Context: an optimization exercise on an open-source flow, tuned for small area, a short achievable clock period and few clock cycles. The choices shown serve that exercise and are no tape-out recipe. In this exercise RTL edits were held to simulation tests only and were not proved equivalent to the original.

==> module systolic_array_tile, before the edit <==
module systolic_array_tile #(
    parameter int unsigned ROWS   = 4,
    parameter int unsigned COLS   = 4,
    parameter int unsigned DATA_W = 8,
    parameter int unsigned ACC_W  = 32,
    parameter int unsigned MAX_K  = 256,
    parameter int unsigned K_W    = $clog2(MAX_K + 1),
    localparam int unsigned ROW_W = (ROWS > 1) ? $clog2(ROWS) : 1
) (
    input  logic                    clk_i,
    input  logic                    rst_ni,
    input  logic                    start_i,
    input  logic [K_W-1:0]          k_len_i,
    output logic                    busy_o,
    input  logic                    op_valid_i,
    output logic                    op_ready_o,
    input  logic [ROWS*DATA_W-1:0]  a_i,
    input  logic [COLS*DATA_W-1:0]  b_i,
    output logic                    c_valid_o,
    input  logic                    c_ready_i,
    output logic [COLS*ACC_W-1:0]   c_o,
    output logic [ROW_W-1:0]        c_row_o,
    output logic                    c_last_o,
    output logic                    done_o
);
    localparam int unsigned RES_W = 24;    
    localparam logic [ROW_W-1:0] LAST_ROW = ROW_W'(ROWS - 1);
    logic               r_busy;
    logic               r_op_ready;
    logic               r_c_valid;
    logic               r_c_last;
    logic               r_done;
    logic               r_pend;      
    logic               r_pend2;     
    logic [K_W-1:0]     r_cnt;       
    logic [ROW_W-1:0]   r_row;
    logic w_start, w_accept, w_last_beat, w_take_row;
    assign w_start     = !r_busy && start_i;
    assign w_accept    = r_op_ready && op_valid_i;
    assign w_last_beat = w_accept && (r_cnt == K_W'(1));
    assign w_take_row  = r_c_valid && c_ready_i;
    logic               n_busy, n_op_ready, n_c_valid, n_c_last, n_done, n_pend;
    logic [K_W-1:0]     n_cnt;
    logic [ROW_W-1:0]   n_row;
    always_comb begin
        n_busy     = r_busy;
        n_op_ready = r_op_ready;
        n_c_valid  = r_c_valid;
        n_c_last   = r_c_last;
        n_done     = 1'b0;
        n_pend     = (w_start && (k_len_i == '0)) || w_last_beat;
        n_cnt      = r_cnt;
        n_row      = r_row;
        if (w_start) begin
            n_busy     = 1'b1;
            n_cnt      = k_len_i;
            n_op_ready = (k_len_i != '0);
        end
        if (w_accept) begin
            n_cnt = r_cnt - 1'b1;
            if (w_last_beat) n_op_ready = 1'b0;
        end
        if (r_pend2) begin
            n_c_valid = 1'b1;
            n_c_last  = (LAST_ROW == '0);
            n_row     = '0;
        end
        if (w_take_row) begin
            n_row    = r_row + 1'b1;
            n_c_last = (r_row == LAST_ROW - 1'b1);
            if (r_row == LAST_ROW) begin
                n_c_valid = 1'b0;
                n_c_last  = 1'b0;
                n_busy    = 1'b0;
                n_done    = 1'b1;
            end
        end
    end
    always_ff @(posedge clk_i or negedge rst_ni) begin
        if (!rst_ni) begin
            r_busy     <= 1'b0;
            r_op_ready <= 1'b0;
            r_c_valid  <= 1'b0;
            r_c_last   <= 1'b0;
            r_done     <= 1'b0;
            r_pend     <= 1'b0;
            r_pend2    <= 1'b0;
            r_cnt      <= '0;
            r_row      <= '0;
        end else begin
            r_busy     <= n_busy;
            r_op_ready <= n_op_ready;
            r_c_valid  <= n_c_valid;
            r_c_last   <= n_c_last;
            r_done     <= n_done;
            r_pend     <= n_pend;
            r_pend2    <= r_pend;
            r_cnt      <= n_cnt;
            r_row      <= n_row;
        end
    end
    logic [ROW_W+3:0] w_port_q;
    sa_ff #(.W(ROW_W + 4)) u_port (
        .clk_i  (clk_i),
        .rst_ni (rst_ni),
        .d      ({n_row, n_c_last, n_c_valid, n_op_ready, n_busy}),
        .q      (w_port_q)
    );
    logic [DATA_W-1:0] r_a  [ROWS];
    logic [3:0]        r_bo [COLS];
    logic [3:0]        r_bt [COLS];
    logic [3:0]        r_bn [COLS];
    always_ff @(posedge clk_i) begin
        for (int r = 0; r < ROWS; r++) r_a[r] <= a_i[r*DATA_W +: DATA_W];
    end
    for (genvar c = 0; c < COLS; c++) begin : g_benc
        logic [DATA_W:0] w_bx;    
        logic [3:0]      w_bo, w_bt, w_bn;
        assign w_bx = {b_i[c*DATA_W +: DATA_W], 1'b0};
        for (genvar m = 0; m < 4; m++) begin : g_dig
            assign w_bo[m] = w_bx[2*m+1] ^ w_bx[2*m];
            assign w_bt[m] = (w_bx[2*m+2] & ~w_bx[2*m+1] & ~w_bx[2*m])
                           | (~w_bx[2*m+2] & w_bx[2*m+1] & w_bx[2*m]);
            assign w_bn[m] = w_bx[2*m+2];
        end
        always_ff @(posedge clk_i) begin
            r_bo[c] <= w_accept ? w_bo : '0;
            r_bt[c] <= w_accept ? w_bt : '0;
            r_bn[c] <= w_accept ? w_bn : '0;
        end
    end
    localparam int unsigned NB = 7;      
    logic [RES_W-1:0] w_vn  [ROWS][COLS];
    logic [NB-1:0]    w_cyn [ROWS][COLS];
    for (genvar r = 0; r < ROWS; r++) begin : g_row
        for (genvar c = 0; c < COLS; c++) begin : g_col
            sa_mac u_mac (
                .clk_i  (clk_i),
                .rst_ni (rst_ni),
                .start  (w_start),
                .a      (r_a[r]),
                .bo     (r_bo[c]),
                .bt     (r_bt[c]),
                .bn     (r_bn[c]),
                .vn     (w_vn[r][c]),
                .cyn    (w_cyn[r][c])
            );
        end
    end
    for (genvar c = 0; c < COLS; c++) begin : g_out
        logic [ROWS*RES_W-1:0] w_vn_col;
        logic [ROWS*NB-1:0]    w_cyn_col;
        logic [RES_W-1:0]      w_c;
        for (genvar r = 0; r < ROWS; r++) begin : g_r
            assign w_vn_col[r*RES_W +: RES_W] = w_vn[r][c];
            assign w_cyn_col[r*NB +: NB]      = w_cyn[r][c];
        end
        sa_out u_out (
            .clk_i  (clk_i),
            .rst_ni (rst_ni),
            .pend   (r_pend),
            .pend2  (r_pend2),
            .take   (w_take_row),
            .vn     (w_vn_col),
            .cyn    (w_cyn_col),
            .c      (w_c)
        );
        assign c_o[c*ACC_W +: ACC_W] = {{(ACC_W-RES_W){w_c[RES_W-1]}}, w_c};
    end
    assign busy_o     = w_port_q[0];
    assign op_ready_o = w_port_q[1];
    assign c_valid_o  = w_port_q[2];
    assign c_last_o   = w_port_q[3];
    assign c_row_o    = w_port_q[ROW_W+3:4];
    assign done_o     = r_done;
endmodule
Settings: LEC_CHECK=0, CAP_MARGIN=20, CORE_MARGIN=2, CORE_UTILIZATION=60, CTS_CLUSTER_DIAMETER=80, CTS_CLUSTER_SIZE=25, SETUP_SLACK_MARGIN=4.2, SLEW_MARGIN=20, SYNTH_HIERARCHICAL=1, TNS_END_PERCENT=0; clock period 6.5 ns.
run.sh (not shown) runs the stock make flow with config.mk's settings and CLKGATE_MAP_FILE= SYNTH_SCRIPT=/design/flow/synth_recipe.tcl, a recipe that flattens the netlist after the stock synthesis.
Testbench counts at the start, summed over its fixed seeds: cycles 10,800.
Rerun with:
--- a/flow/design.v
+++ b/flow/design.v
@@ -33,4 +33,6 @@
     logic               r_pend;      
     logic               r_pend2;     
+    logic               r_started;   
+    logic               r_k0;        
     logic [K_W-1:0]     r_cnt;       
     logic [ROW_W-1:0]   r_row;
@@ -49,5 +51,5 @@
         n_c_last   = r_c_last;
         n_done     = 1'b0;
-        n_pend     = (w_start && (k_len_i == '0)) || w_last_beat;
+        n_pend     = r_k0 || w_last_beat;
         n_cnt      = r_cnt;
         n_row      = r_row;
@@ -86,4 +88,6 @@
             r_pend     <= 1'b0;
             r_pend2    <= 1'b0;
+            r_started  <= 1'b0;
+            r_k0       <= 1'b0;
             r_cnt      <= '0;
             r_row      <= '0;
@@ -96,4 +100,6 @@
             r_pend     <= n_pend;
             r_pend2    <= r_pend;
+            r_started  <= w_start;
+            r_k0       <= w_start && (k_len_i == '0);
             r_cnt      <= n_cnt;
             r_row      <= n_row;
@@ -138,5 +144,5 @@
                 .clk_i  (clk_i),
                 .rst_ni (rst_ni),
-                .start  (w_start),
+                .start  (r_started),
                 .a      (r_a[r]),
                 .bo     (r_bo[c]),
Register-to-register slack is about the same.
Worst hold slack loses 91 ps.
Sequential share of layout area rises by 0.12 points.
Wire length rises by 0.30%.
Core utilization falls by 0.12 points.
Worst setup slack hardly moves.
Cell area barely changes.
Testbench counts after the change, summed over its fixed seeds: cycles 10,800.

port drivers added, routing unchanged:
The results above use ideal ports. As a check the final layouts listed here were re-extracted and re-timed, cells and wires unchanged. Step 1, drivers: a clkbuf_16 drives clk_i and a buf_2 each remaining input, both assumed. Step 2, shift: input delay + t, output delay - t, t = (earliest + latest rising clock arrival at the registers) / 2. This alone moves slack from input paths to output paths. Three values: ideal, step 1, step 2; two values: the first two.
run | t (ns) | setup WS [ns] | worst setup path after step 2
the first run | 0.756 | 3.626 / 3.626 / 2.967 | input to register
the second run | 0.752 | 3.627 / 3.627 / 2.984 | input to register
After both steps every run listed still meets setup and hold. The setup slack of the first run, which loses most, moves by 0.000 ns with the drivers and by -0.659 ns with both steps.
